Context: an optimization exercise on an open-source flow, tuned for small area and a short achievable clock period. The choices shown serve that exercise and are no tape-out recipe.
In this exercise RTL edits were held to simulation tests only and were not proved equivalent to the original.
Power figures rest on the tool's default switching activity, not on a simulated workload.

### config.mk
export PLATFORM = sky130hd
export DESIGN_NAME = vid_top
export DESIGN_NICKNAME = vid_top
export VERILOG_FILES = /design/flow/design.v
export SDC_FILE = /design/flow/constraint.sdc
export NUM_CORES = 4
export LEC_CHECK = 0
export CAP_MARGIN = 20
export CORE_MARGIN = 2
export CORE_UTILIZATION = 40
export SETUP_SLACK_MARGIN = 4.0
export SLEW_MARGIN = 20
### constraint.sdc
create_clock -name core_clock -period 7.0 [get_ports {clk}]
set_input_delay 1.4000 -clock core_clock [delete_from_list [all_inputs] [get_ports {clk}]]
set_output_delay 1.4000 -clock core_clock [all_outputs]
set_load 0.01 [all_outputs]
### design.v
`default_nettype none
package vid_pkg;
typedef logic [15:0] word_t;         
typedef logic [7:0]  addr_t;         
typedef logic [11:0] rgb_t;          
typedef logic [3:0]  cidx_t;         
typedef logic [4:0]  xr_addr_t;      
typedef logic [1:0]  intr_t;         
localparam int INTR_LINE   = 0;      
localparam int INTR_VBLANK = 1;      
localparam logic [3:0] REG_INT_CTRL = 4'h0;     
localparam logic [3:0] REG_WR_ADDR  = 4'h1;     
localparam logic [3:0] REG_WR_INCR  = 4'h2;     
localparam logic [3:0] REG_DATA     = 4'h3;     
localparam logic [3:0] REG_RD_ADDR  = 4'h4;     
localparam logic [3:0] REG_XR_ADDR  = 4'h5;     
localparam logic [3:0] REG_XR_DATA  = 4'h6;     
localparam xr_addr_t XR_PALETTE_BASE = 5'h00;   
localparam xr_addr_t XR_LINE_CMP     = 5'h10;   
endpackage
`default_nettype wire
`default_nettype none
`timescale 1ns/10ps
module video_timing #(
    parameter int H_VISIBLE = 16,
    parameter int H_FRONT   = 2,
    parameter int H_SYNC    = 4,
    parameter int H_BACK    = 2,
    parameter int V_VISIBLE = 8,
    parameter int V_FRONT   = 1,
    parameter int V_SYNC    = 2,
    parameter int V_BACK    = 1
)(
    input  wire logic   clk,
    input  wire logic   reset_i,
    output logic [$clog2(H_VISIBLE+H_FRONT+H_SYNC+H_BACK)-1:0] h_count_o,
    output logic [$clog2(V_VISIBLE+V_FRONT+V_SYNC+V_BACK)-1:0] v_count_o,
    output logic        hsync_o,
    output logic        vsync_o,
    output logic        de_o,                
    output logic        line_start_o,        
    output logic        frame_start_o,       
    output logic        vblank_start_o       
);
localparam int H_TOTAL      = H_VISIBLE + H_FRONT + H_SYNC + H_BACK;
localparam int V_TOTAL      = V_VISIBLE + V_FRONT + V_SYNC + V_BACK;
localparam int H_SYNC_START = H_VISIBLE + H_FRONT;
localparam int V_SYNC_START = V_VISIBLE + V_FRONT;
always_ff @(posedge clk) begin
    if (reset_i) begin
        h_count_o <= '0;
        v_count_o <= '0;
    end else if (h_count_o == H_TOTAL - 1) begin
        h_count_o <= '0;
        if (v_count_o == V_TOTAL - 1) begin
            v_count_o <= '0;                 
        end else begin
            v_count_o <= v_count_o + 1'b1;
        end
    end else begin
        h_count_o <= h_count_o + 1'b1;
    end
end
assign hsync_o = (h_count_o >= H_SYNC_START) && (h_count_o < H_SYNC_START + H_SYNC);
assign vsync_o = (v_count_o >= V_SYNC_START) && (v_count_o < V_SYNC_START + V_SYNC);
assign de_o    = (h_count_o < H_VISIBLE) && (v_count_o < V_VISIBLE);
assign line_start_o   = (h_count_o == 0);
assign frame_start_o  = line_start_o && (v_count_o == 0);
assign vblank_start_o = line_start_o && (v_count_o == V_VISIBLE);
endmodule
`default_nettype wire
`default_nettype none
`timescale 1ns/10ps
module vram_arb(
    input  wire logic               clk,
    input  wire logic               reset_i,
    input  wire logic               vid_rd_i,        
    input  wire vid_pkg::addr_t     vid_addr_i,
    input  wire logic               cpu_req_i,       
    input  wire logic               cpu_wr_i,
    input  wire vid_pkg::addr_t     cpu_addr_i,
    input  wire vid_pkg::word_t     cpu_wdata_i,
    output vid_pkg::word_t          vid_data_o,      
    output logic                    cpu_ack_o,
    output vid_pkg::word_t          cpu_rdata_o      
);
logic [15:0] mem [0:255];
logic   cpu_go;          
logic   ack_due;         
assign cpu_go    = cpu_req_i && !vid_rd_i && !ack_due;
assign cpu_ack_o = ack_due && !vid_rd_i;    
always_ff @(posedge clk) begin
    if (vid_rd_i) begin
        vid_data_o <= mem[vid_addr_i];
    end else if (cpu_go) begin
        if (cpu_wr_i) begin
            mem[cpu_addr_i] <= cpu_wdata_i;
        end
        cpu_rdata_o <= mem[cpu_addr_i];      
    end
end
always_ff @(posedge clk) begin
    if (reset_i) begin
        ack_due <= 1'b0;
    end else if (cpu_go) begin
        ack_due <= 1'b1;
    end else if (cpu_ack_o) begin
        ack_due <= 1'b0;
    end
end
endmodule
`default_nettype wire
`default_nettype none
`timescale 1ns/10ps
module bus_regs(
    input  wire logic               clk,
    input  wire logic               reset_i,
    input  wire logic               bus_cs_n_i,      
    input  wire logic               bus_rd_nwr_i,    
    input  wire logic [3:0]         bus_reg_num_i,
    input  wire logic               bus_bytesel_i,   
    input  wire logic [7:0]         bus_data_i,
    input  wire logic               vram_ack_i,
    input  wire vid_pkg::word_t     vram_data_i,
    input  wire vid_pkg::intr_t     intr_status_i,
    output logic [7:0]              bus_data_o,
    output logic                    vram_req_o,      
    output logic                    vram_wr_o,
    output vid_pkg::addr_t          vram_addr_o,
    output vid_pkg::word_t          vram_wdata_o,
    output logic                    xr_wr_o,         
    output vid_pkg::xr_addr_t       xr_addr_o,
    output vid_pkg::word_t          xr_data_o,
    output vid_pkg::intr_t          intr_mask_o,
    output vid_pkg::intr_t          intr_clear_o
);
logic [7:0] hi_byte;         
vid_pkg::word_t      wr_word;         
logic       wr_commit;       
logic       rd_stb;
logic       rd_next;         
logic       start_req;       
vid_pkg::word_t      wr_addr;
vid_pkg::word_t      wr_incr;
vid_pkg::word_t      rd_addr;
vid_pkg::word_t      xr_addr;
vid_pkg::word_t      prefetch;        
vid_pkg::word_t      rd_word;         
assign wr_word   = {hi_byte, bus_data_i};
assign wr_commit = !bus_cs_n_i && !bus_rd_nwr_i && bus_bytesel_i;
assign rd_stb    = !bus_cs_n_i && bus_rd_nwr_i;
assign rd_next   = rd_stb && bus_bytesel_i && (bus_reg_num_i == vid_pkg::REG_DATA);
assign start_req = rd_next || (wr_commit &&
                   (bus_reg_num_i == vid_pkg::REG_DATA || bus_reg_num_i == vid_pkg::REG_RD_ADDR));
assign xr_addr_o = xr_addr[4:0];
always_comb begin
    case (bus_reg_num_i)
        vid_pkg::REG_INT_CTRL: rd_word = {6'b0, intr_mask_o, 6'b0, intr_status_i};
        vid_pkg::REG_WR_ADDR:  rd_word = wr_addr;
        vid_pkg::REG_WR_INCR:  rd_word = wr_incr;
        vid_pkg::REG_DATA:     rd_word = prefetch;
        vid_pkg::REG_RD_ADDR:  rd_word = rd_addr;
        vid_pkg::REG_XR_ADDR:  rd_word = xr_addr;
        vid_pkg::REG_XR_DATA:  rd_word = xr_data_o;      
        default:      rd_word = '0;
    endcase
end
always_ff @(posedge clk) begin
    if (reset_i) begin
        bus_data_o   <= '0;
        vram_req_o   <= 1'b0;
        xr_wr_o      <= 1'b0;
        intr_mask_o  <= '0;
        intr_clear_o <= '0;
        wr_addr      <= '0;
        wr_incr      <= '0;
        rd_addr      <= '0;
        xr_addr      <= '0;
    end else begin
        xr_wr_o      <= 1'b0;
        intr_clear_o <= '0;
        if (xr_wr_o) begin
            xr_addr <= xr_addr + 1'b1;               
        end
        if (vram_ack_i) begin
            vram_req_o <= 1'b0;
            if (vram_wr_o) begin
                wr_addr <= wr_addr + wr_incr;
            end
        end
        if (rd_stb) begin
            bus_data_o <= bus_bytesel_i ? rd_word[7:0] : rd_word[15:8];
        end
        if (rd_next) begin
            rd_addr    <= rd_addr + wr_incr;
            vram_req_o <= 1'b1;                      
        end
        if (wr_commit) begin
            case (bus_reg_num_i)
                vid_pkg::REG_INT_CTRL: begin
                    intr_mask_o  <= wr_word[9:8];
                    intr_clear_o <= wr_word[1:0];    
                end
                vid_pkg::REG_WR_ADDR:  wr_addr <= wr_word;
                vid_pkg::REG_WR_INCR:  wr_incr <= wr_word;
                vid_pkg::REG_DATA:     vram_req_o <= 1'b1;
                vid_pkg::REG_RD_ADDR: begin
                    rd_addr    <= wr_word;
                    vram_req_o <= 1'b1;
                end
                vid_pkg::REG_XR_ADDR:  xr_addr <= wr_word;
                vid_pkg::REG_XR_DATA:  xr_wr_o <= 1'b1;
                default: ;
            endcase
        end
    end
end
always_ff @(posedge clk) begin
    if (!bus_cs_n_i && !bus_rd_nwr_i && !bus_bytesel_i) begin
        hi_byte <= bus_data_i;
    end
    if (vram_ack_i && !vram_wr_o) begin
        prefetch <= vram_data_i;
    end
    if (rd_next) begin
        vram_wr_o   <= 1'b0;
        vram_addr_o <= rd_addr[7:0] + wr_incr[7:0];
    end
    if (wr_commit && bus_reg_num_i == vid_pkg::REG_DATA) begin
        vram_wr_o    <= 1'b1;
        vram_addr_o  <= wr_addr[7:0];
        vram_wdata_o <= wr_word;
    end
    if (wr_commit && bus_reg_num_i == vid_pkg::REG_RD_ADDR) begin
        vram_wr_o   <= 1'b0;
        vram_addr_o <= wr_word[7:0];
    end
    if (wr_commit && bus_reg_num_i == vid_pkg::REG_XR_DATA) begin
        xr_data_o <= wr_word;
    end
end
endmodule
`default_nettype wire
`default_nettype none
`timescale 1ns/10ps
module pixel_pipe #(
    parameter int H_VISIBLE = 16
)(
    input  wire logic                           clk,
    input  wire logic                           reset_i,
    input  wire logic [$clog2(H_VISIBLE)-1:0]   h_count_i,   
    input  wire vid_pkg::addr_t                 v_count_i,
    input  wire logic                           de_i,
    input  wire logic                           hsync_i,
    input  wire logic                           vsync_i,
    input  wire logic                           xr_wr_i,
    input  wire vid_pkg::xr_addr_t              xr_addr_i,
    input  wire vid_pkg::word_t                 xr_data_i,
    input  wire vid_pkg::word_t                 vram_data_i,     
    output logic                                vram_rd_o,
    output vid_pkg::addr_t                      vram_addr_o,
    output vid_pkg::rgb_t                       rgb_o,
    output logic                                hsync_o,
    output logic                                vsync_o,
    output logic                                dv_de_o
);
localparam int WORDS_PER_LINE = H_VISIBLE / 4;
vid_pkg::rgb_t       palette [16];
vid_pkg::word_t      pix_word;        
vid_pkg::cidx_t      pix_idx;
logic       word_due;        
logic [2:0] de_d;            
logic [2:0] hs_d;
logic [2:0] vs_d;
assign vram_rd_o   = de_i && (h_count_i[1:0] == 2'd0);      
assign vram_addr_o = vid_pkg::addr_t'(v_count_i * WORDS_PER_LINE) + vid_pkg::addr_t'(h_count_i >> 2);
assign pix_idx     = pix_word[15:12];
assign dv_de_o     = de_d[2];
assign hsync_o     = hs_d[2];
assign vsync_o     = vs_d[2];
always_ff @(posedge clk) begin
    if (word_due) begin
        pix_word <= vram_data_i;
    end else begin
        pix_word <= {pix_word[11:0], 4'h0};     
    end
    if (xr_wr_i && (xr_addr_i & 5'h10) == vid_pkg::XR_PALETTE_BASE) begin
        palette[xr_addr_i[3:0]] <= xr_data_i[11:0];
    end
end
always_ff @(posedge clk) begin
    if (reset_i) begin
        word_due <= 1'b0;
        de_d     <= '0;
        hs_d     <= '0;
        vs_d     <= '0;
        rgb_o    <= '0;
    end else begin
        word_due <= vram_rd_o;
        de_d     <= {de_d[1:0], de_i};
        hs_d     <= {hs_d[1:0], hsync_i};
        vs_d     <= {vs_d[1:0], vsync_i};
        rgb_o    <= de_d[1] ? palette[pix_idx] : '0;   
    end
end
endmodule
`default_nettype wire
`default_nettype none
`timescale 1ns/10ps
module intr_ctrl(
    input  wire logic               clk,
    input  wire logic               reset_i,
    input  wire logic               line_start_i,
    input  wire logic               vblank_start_i,
    input  wire vid_pkg::word_t     v_count_i,
    input  wire logic               xr_wr_i,
    input  wire vid_pkg::xr_addr_t  xr_addr_i,
    input  wire vid_pkg::word_t     xr_data_i,
    input  wire vid_pkg::intr_t     intr_mask_i,
    input  wire vid_pkg::intr_t     intr_clear_i,    
    output vid_pkg::intr_t          intr_status_o,   
    output logic                    bus_intr_o
);
vid_pkg::word_t  line_cmp;        
vid_pkg::intr_t  trigger;
always_comb begin
    trigger              = '0;
    trigger[vid_pkg::INTR_LINE]   = line_start_i && (v_count_i == line_cmp);
    trigger[vid_pkg::INTR_VBLANK] = vblank_start_i;
end
always_ff @(posedge clk) begin
    if (reset_i) begin
        line_cmp      <= '0;
        intr_status_o <= '0;
        bus_intr_o    <= 1'b0;
    end else begin
        if (xr_wr_i && xr_addr_i == vid_pkg::XR_LINE_CMP) begin
            line_cmp <= xr_data_i;
        end
        bus_intr_o    <= |(trigger & intr_mask_i & ~intr_status_o);
        intr_status_o <= (intr_status_o | trigger) & ~intr_clear_i;     
    end
end
endmodule
`default_nettype wire
`default_nettype none
`timescale 1ns/10ps
module vid_top #(
    parameter int H_VISIBLE = 16,
    parameter int H_FRONT   = 2,
    parameter int H_SYNC    = 4,
    parameter int H_BACK    = 2,
    parameter int V_VISIBLE = 8,
    parameter int V_FRONT   = 1,
    parameter int V_SYNC    = 2,
    parameter int V_BACK    = 1
)(
    input  wire logic           clk,
    input  wire logic           reset_i,
    input  wire logic           bus_cs_n_i,
    input  wire logic           bus_rd_nwr_i,
    input  wire logic [3:0]     bus_reg_num_i,
    input  wire logic           bus_bytesel_i,
    input  wire logic [7:0]     bus_data_i,
    output logic      [7:0]     bus_data_o,
    output logic                bus_intr_o,
    output logic      [3:0]     red_o,
    output logic      [3:0]     green_o,
    output logic      [3:0]     blue_o,
    output logic                hsync_o,
    output logic                vsync_o,
    output logic                dv_de_o
);
localparam int H_W = $clog2(H_VISIBLE + H_FRONT + H_SYNC + H_BACK);
localparam int V_W = $clog2(V_VISIBLE + V_FRONT + V_SYNC + V_BACK);
logic [H_W-1:0] h_count;
logic [V_W-1:0] v_count;
logic           hsync;
logic           vsync;
logic           de;
logic           line_start;
logic           vblank_start;
logic           vid_rd;              
vid_pkg::addr_t          vid_addr;
vid_pkg::word_t          vid_data;
logic           cpu_req;             
logic           cpu_wr;
logic           cpu_ack;
vid_pkg::addr_t          cpu_addr;
vid_pkg::word_t          cpu_wdata;
vid_pkg::word_t          cpu_rdata;
logic           xr_wr;               
vid_pkg::xr_addr_t       xr_addr;
vid_pkg::word_t          xr_data;
vid_pkg::intr_t          intr_mask;
vid_pkg::intr_t          intr_clear;
vid_pkg::intr_t          intr_status;
bus_regs bus_regs(
    .clk(clk),                          .reset_i(reset_i),
    .bus_cs_n_i(bus_cs_n_i),            .bus_rd_nwr_i(bus_rd_nwr_i),
    .bus_reg_num_i(bus_reg_num_i),      .bus_bytesel_i(bus_bytesel_i),
    .bus_data_i(bus_data_i),            .bus_data_o(bus_data_o),
    .vram_ack_i(cpu_ack),               .vram_data_i(cpu_rdata),
    .intr_status_i(intr_status),
    .vram_req_o(cpu_req),               .vram_wr_o(cpu_wr),
    .vram_addr_o(cpu_addr),             .vram_wdata_o(cpu_wdata),
    .xr_wr_o(xr_wr),                    .xr_addr_o(xr_addr),
    .xr_data_o(xr_data),
    .intr_mask_o(intr_mask),            .intr_clear_o(intr_clear)
);
vram_arb vram_arb(
    .clk(clk),                          .reset_i(reset_i),
    .vid_rd_i(vid_rd),                  .vid_addr_i(vid_addr),
    .vid_data_o(vid_data),
    .cpu_req_i(cpu_req),                .cpu_wr_i(cpu_wr),
    .cpu_addr_i(cpu_addr),              .cpu_wdata_i(cpu_wdata),
    .cpu_ack_o(cpu_ack),                .cpu_rdata_o(cpu_rdata)
);
video_timing #(
    .H_VISIBLE(H_VISIBLE), .H_FRONT(H_FRONT), .H_SYNC(H_SYNC), .H_BACK(H_BACK),
    .V_VISIBLE(V_VISIBLE), .V_FRONT(V_FRONT), .V_SYNC(V_SYNC), .V_BACK(V_BACK)
) video_timing(
    .clk(clk),                          .reset_i(reset_i),
    .h_count_o(h_count),                .v_count_o(v_count),
    .hsync_o(hsync),                    .vsync_o(vsync),
    .de_o(de),                          .line_start_o(line_start),
    .frame_start_o(),                   .vblank_start_o(vblank_start)
);
pixel_pipe #(
    .H_VISIBLE(H_VISIBLE)
) pixel_pipe(
    .clk(clk),                          .reset_i(reset_i),
    .h_count_i(h_count[$clog2(H_VISIBLE)-1:0]),
    .v_count_i(vid_pkg::addr_t'(v_count)),
    .de_i(de),                          .hsync_i(hsync),
    .vsync_i(vsync),
    .xr_wr_i(xr_wr),                    .xr_addr_i(xr_addr),
    .xr_data_i(xr_data),
    .vram_data_i(vid_data),             .vram_rd_o(vid_rd),
    .vram_addr_o(vid_addr),
    .rgb_o({red_o, green_o, blue_o}),
    .hsync_o(hsync_o),                  .vsync_o(vsync_o),
    .dv_de_o(dv_de_o)
);
intr_ctrl intr_ctrl(
    .clk(clk),                          .reset_i(reset_i),
    .line_start_i(line_start),          .vblank_start_i(vblank_start),
    .v_count_i(vid_pkg::word_t'(v_count)),
    .xr_wr_i(xr_wr),                    .xr_addr_i(xr_addr),
    .xr_data_i(xr_data),
    .intr_mask_i(intr_mask),            .intr_clear_i(intr_clear),
    .intr_status_o(intr_status),        .bus_intr_o(bus_intr_o)
);
endmodule
`default_nettype wire
### run.sh
#!/bin/bash
# synth_recipe.tcl (not shown) runs the flow's synth.tcl, then flattens the netlist and writes it again
# the make line also repeats each setting of config.mk as NAME=value (left out here)
make -C /OpenROAD-flow-scripts/flow DESIGN_CONFIG=/design/flow/config.mk WORK_HOME=/design/flow/orfs CLKGATE_MAP_FILE= SYNTH_SCRIPT=/design/flow/synth_recipe.tcl finish
==> impl_metrics.csv <==
group,metric,value,unit
yosys,avgSynthCellArea,22.8,um^2
cells_and_area,fillCellCount,36100,
power_and_ir_drop,leakage,65.5,nW
clock_network,cts_sinks,4530,
cells_and_area,finish.utilization,47.8,%
placed_design,place.gp.congestion,0.842,
clock_network,root_buffer,"clkbuf_16",
yosys,async_flop_share,0,%
yosys,synth.distinct_cells,59,
floorplanning,rows,247,
yosys,synth-adder-area-share,0.290,%
yosys,ys_warn_count,5,
worst_setup_path,worstSetupPathType,"reg -> reg",
yosys,synth_compound_gate_area_share,1.11,%
clock_network,cts_made_buffers,454,
detailed_routing,vias_per_cell,6.14,
sta,tightest_slew,1260,ps
worst_setup_path,crit_arrival,4510,ps
sta,finalCritPeriodShare,53.8,%
global_route,grt_start_max_net_pins,193,
sta,fin_crit,3770,ps
worst_setup_path,crit_buf_inv,5,
clock_network,hold_buffers,0,
worst_setup_path,worstSetupEndpointType,"flop",
yosys,synth_xor_area_share,0.183,%
clock_network,h-tree-depth,5,
sta,slew_viol_final,0,
floorplanning,dieArea,461000,um^2
cells_and_area,syn_to_final_growth,18.8,%
min_path,hp-class,"reg -> reg",
worst_setup_path,slowest_stage,"mux4_2",
clock_network,cts_buffer_depth,4,
placed_design,placement.io_buffers,40,
global_route,grt_pass1_wl,727,mm
power_and_ir_drop,power_density,251,nW/um^2
detailed_routing,vias,92800,
clock_network,tritoncts,"done",
global_route,grt_usage,22.3,%
sta,slew_headroom,15.9,%
cells_and_area,final_common_cell,"edfxtp_1",
flow_run,maxCapViolCount,0,
yosys,synth_cells,7980,
worst_setup_path,slowest_delay,640,ps
worst_setup_path,path_cells,"buf_12 -> buf_16 -> buf_16 -> buf_4 -> buf_16 -> mux4_2 -> mux4_2 -> mux4_2 -> a22oi_2 -> nand2_1",
yosys,ys_ff_latch,4530,
sta,setup_viol,0,
global_route,grt_pass1_vias,91900,
worst_setup_path,worst_ep_required_time,7740,ps
worst_setup_path,cp_max_fo,8,
detailed_routing,drtPass1Iterations,12,
yosys,seq_area_frac_synth,73.8,%
outcome,outcome,"timing/DRC/antenna clean",
min_path,holdPathEnd,"intr_ctrl.intr_status_o[0]",
worst_setup_path,ff2ff_path_depth,10,
floorplanning,chipHeight,679,um
clock_network,clk_pin_slew,60,ps
power_and_ir_drop,ir_drop,249,uV
detailed_routing,routed_wl,526,mm
sta,rsz0062_at_grt,"true",
sta,setup_tns,0,ps
min_path,worstHoldStart,"bus_regs.intr_clear_o[0]",
placed_design,hpwl,287,mm
yosys,synth-simple-area-share,1.94,%
cells_and_area,finalNonFillerCells,15100,
cells_and_area,largest_register_ffs,4096,
global_route,overflow,0,
min_path,hold_depth,1,
cells_and_area,regMostFlops,"vram_arb.mem",
clock_network,clock_latency,1010,ps
floorplanning,coreArea,453000,um^2
cells_and_area,layout_common_cells,"edfxtp_1, mux4_2, clkbuf_16",
cells_and_area,num-nets-final,8794,
floorplanning,start_util,40.2,%
yosys,synthesis.area,182000,um^2
placed_design,dp_cells,13800,
worst_setup_path,r2r-start,"bus_regs.vram_addr_o[0]",
detailed_routing,wire_per_inst,34.8,um
floorplanning,fp.dieW,679,um
cells_and_area,drive_gt1_share,39.2,%
worst_setup_path,critPathLaunchType,"flop",
sta,final.setup_skew,76.2,ps
yosys,synthMuxAreaShare,21.5,%
yosys,synth_fp_nets,8038,
yosys,synth_top_family_by_area,"multiplexers",
sta,max_freq,0.266,GHz
sta,hold_violations,0,
sta,fin_hold_ws,404,ps
worst_setup_path,r2r_end,"vram_arb.cpu_rdata_o[12]",
floorplanning,io_pins,41,
global_route,antenna_found_initial,29,
worst_setup_path,rrSetupSlack,3230,ps
yosys,synth-edff-count,4384,
detailed_routing,first_iter_violations,13100,
yosys,ys.flop_type,"edfxtp_1",
detailed_routing,antenna_left,0,
worst_setup_path,cp_top_family,"multiplexers",
power_and_ir_drop,finalPower,54.4,mW
detailed_routing,drc,0,
-- kinds of logic after synthesis --
group | count (synthesis)
flip-flops | 4530
multiplexers | 1754
AND/OR/NAND/NOR | 807
buffers and inverters | 514
AO/OA/AOI/OAI | 296
adder cells (fa/ha/maj) | 41
XOR/XNOR | 38
-- cells in the mapped netlist, drive strengths merged, types with 24 or more instances --
library cell	count	area, um^2
a211oi	33	248
a21oi	84	420
a22oi	43	323
and2	26	163
buf	186	937
clkbuf	311	1170
dfxtp	146	2920
edfxtp	4384	132000
ha	39	488
mux4	1722	38800
nand2	189	709
nand3	83	415
nor2	362	1360
nor2b	29	181
nor3	44	220
o21ai	34	170
xnor2	24	210
-- timing repair --
item | 4_1_cts | 5_1_grt
endpoints found under the setup margin | 4252 | 1220
buffers inserted | 353 | 79
pin swaps | 197 | 44
cloned | 49 | 19
gates resized for setup | 387 | 99
-- where the power goes --
part	switching, mW	internal, mW	total, mW	leakage (nW)
logic	0.417	0.395	0.812	17.7
registers	0.0698	29.3	29.4	40.6
clock network	10.4	13.8	24.2	7.18
-- through the flow --
stage          cell area [um^2]  setup slack [ps]
2_1_floorplan            184000              2950
3_3_place_gp             192000              1830
3_5_place_dp             192000              1900
4_1_cts                  215000              3290
5_1_grt                  217000              3240
6_report                 217000              3230
-- metal layers --
metal / routed length [um] / global-route usage, % / vias up
li1: - / - / 36100
met1: 205000 / 31.2 / 50600
met2: 253000 / 35.8 / 5243
met3: 50000 / 4.08 / 823
met4: 17600 / 6.91 / 4
met5: 33 / 0 / -
-- area by class of cell --
cell class / instances / area, um^2 / share of cell area (%)
diodes: 10 / 25.0 / 0.0116
clock inverters: 278 / 2710 / 1.25
clock buffers: 569 / 12000 / 5.55
multi-input cells: 2937 / 48100 / 22.2
flip-flops and latches: 4530 / 135000 / 62.1
repair buffers: 796 / 11600 / 5.35
well taps: 5976 / 7480 / 3.45
inverters: 17 / 101 / 0.0468
-- worst max-delay path by stage --
stage,startpoint,endpoint,slack [ps],cells past startpoint
3_3_place_gp,bus_regs.vram_addr_o[2],vram_arb.mem[143][14],1830,5
6_report,bus_regs.vram_addr_o[0],vram_arb.cpu_rdata_o[12],3230,10
4_1_cts,bus_regs.vram_addr_o[0],vram_arb.cpu_rdata_o[5],3290,9
3_5_place_dp,bus_regs.vram_addr_o[2],vram_arb.mem[207][14],1900,5
2_1_floorplan,bus_regs.vram_wdata_o[0],vram_arb.mem[0][0],2950,0
5_1_grt,bus_regs.vram_addr_o[0],vram_arb.cpu_rdata_o[0],3240,10
-- worst register-to-register path, cell delays in order (launching register included) --
cell,delay [ps]
edfxtp_1,400
buf_12,200
buf_16,160
buf_16,160
buf_4,160
buf_16,150
mux4_2,550
mux4_2,580
mux4_2,640
a22oi_2,390
nand2_1,120

==> re-timing with driven ports <==
Ports are ideal in the flow. The routed layout listed here was re-timed in OpenROAD. Step 1: set_driving_cell puts a clkbuf_16 on clk and a buf_2 on each other input, an assumption about the parent block. Step 2 moves the port delays by t, midway between the first and last clock arrival at a register: inputs arrive t later, outputs are due t later. That takes back most of the time a late clock gives input paths. Three values: ideal, step 1, step 2; two values: the first two.
t (ns): 1.079
setup WS [ns]: 3.235 / 3.235 / 3.097
latest minus earliest clock arrival (ns): 0.078 / 0.078
slew at the worst register clock pin (ns): 0.07 / 0.07
pins driven straight from the clock port: 1
After both steps this run still meets setup and hold. The setup slack of this run moves by 0.000 ns with the drivers and by -0.138 ns with both steps.
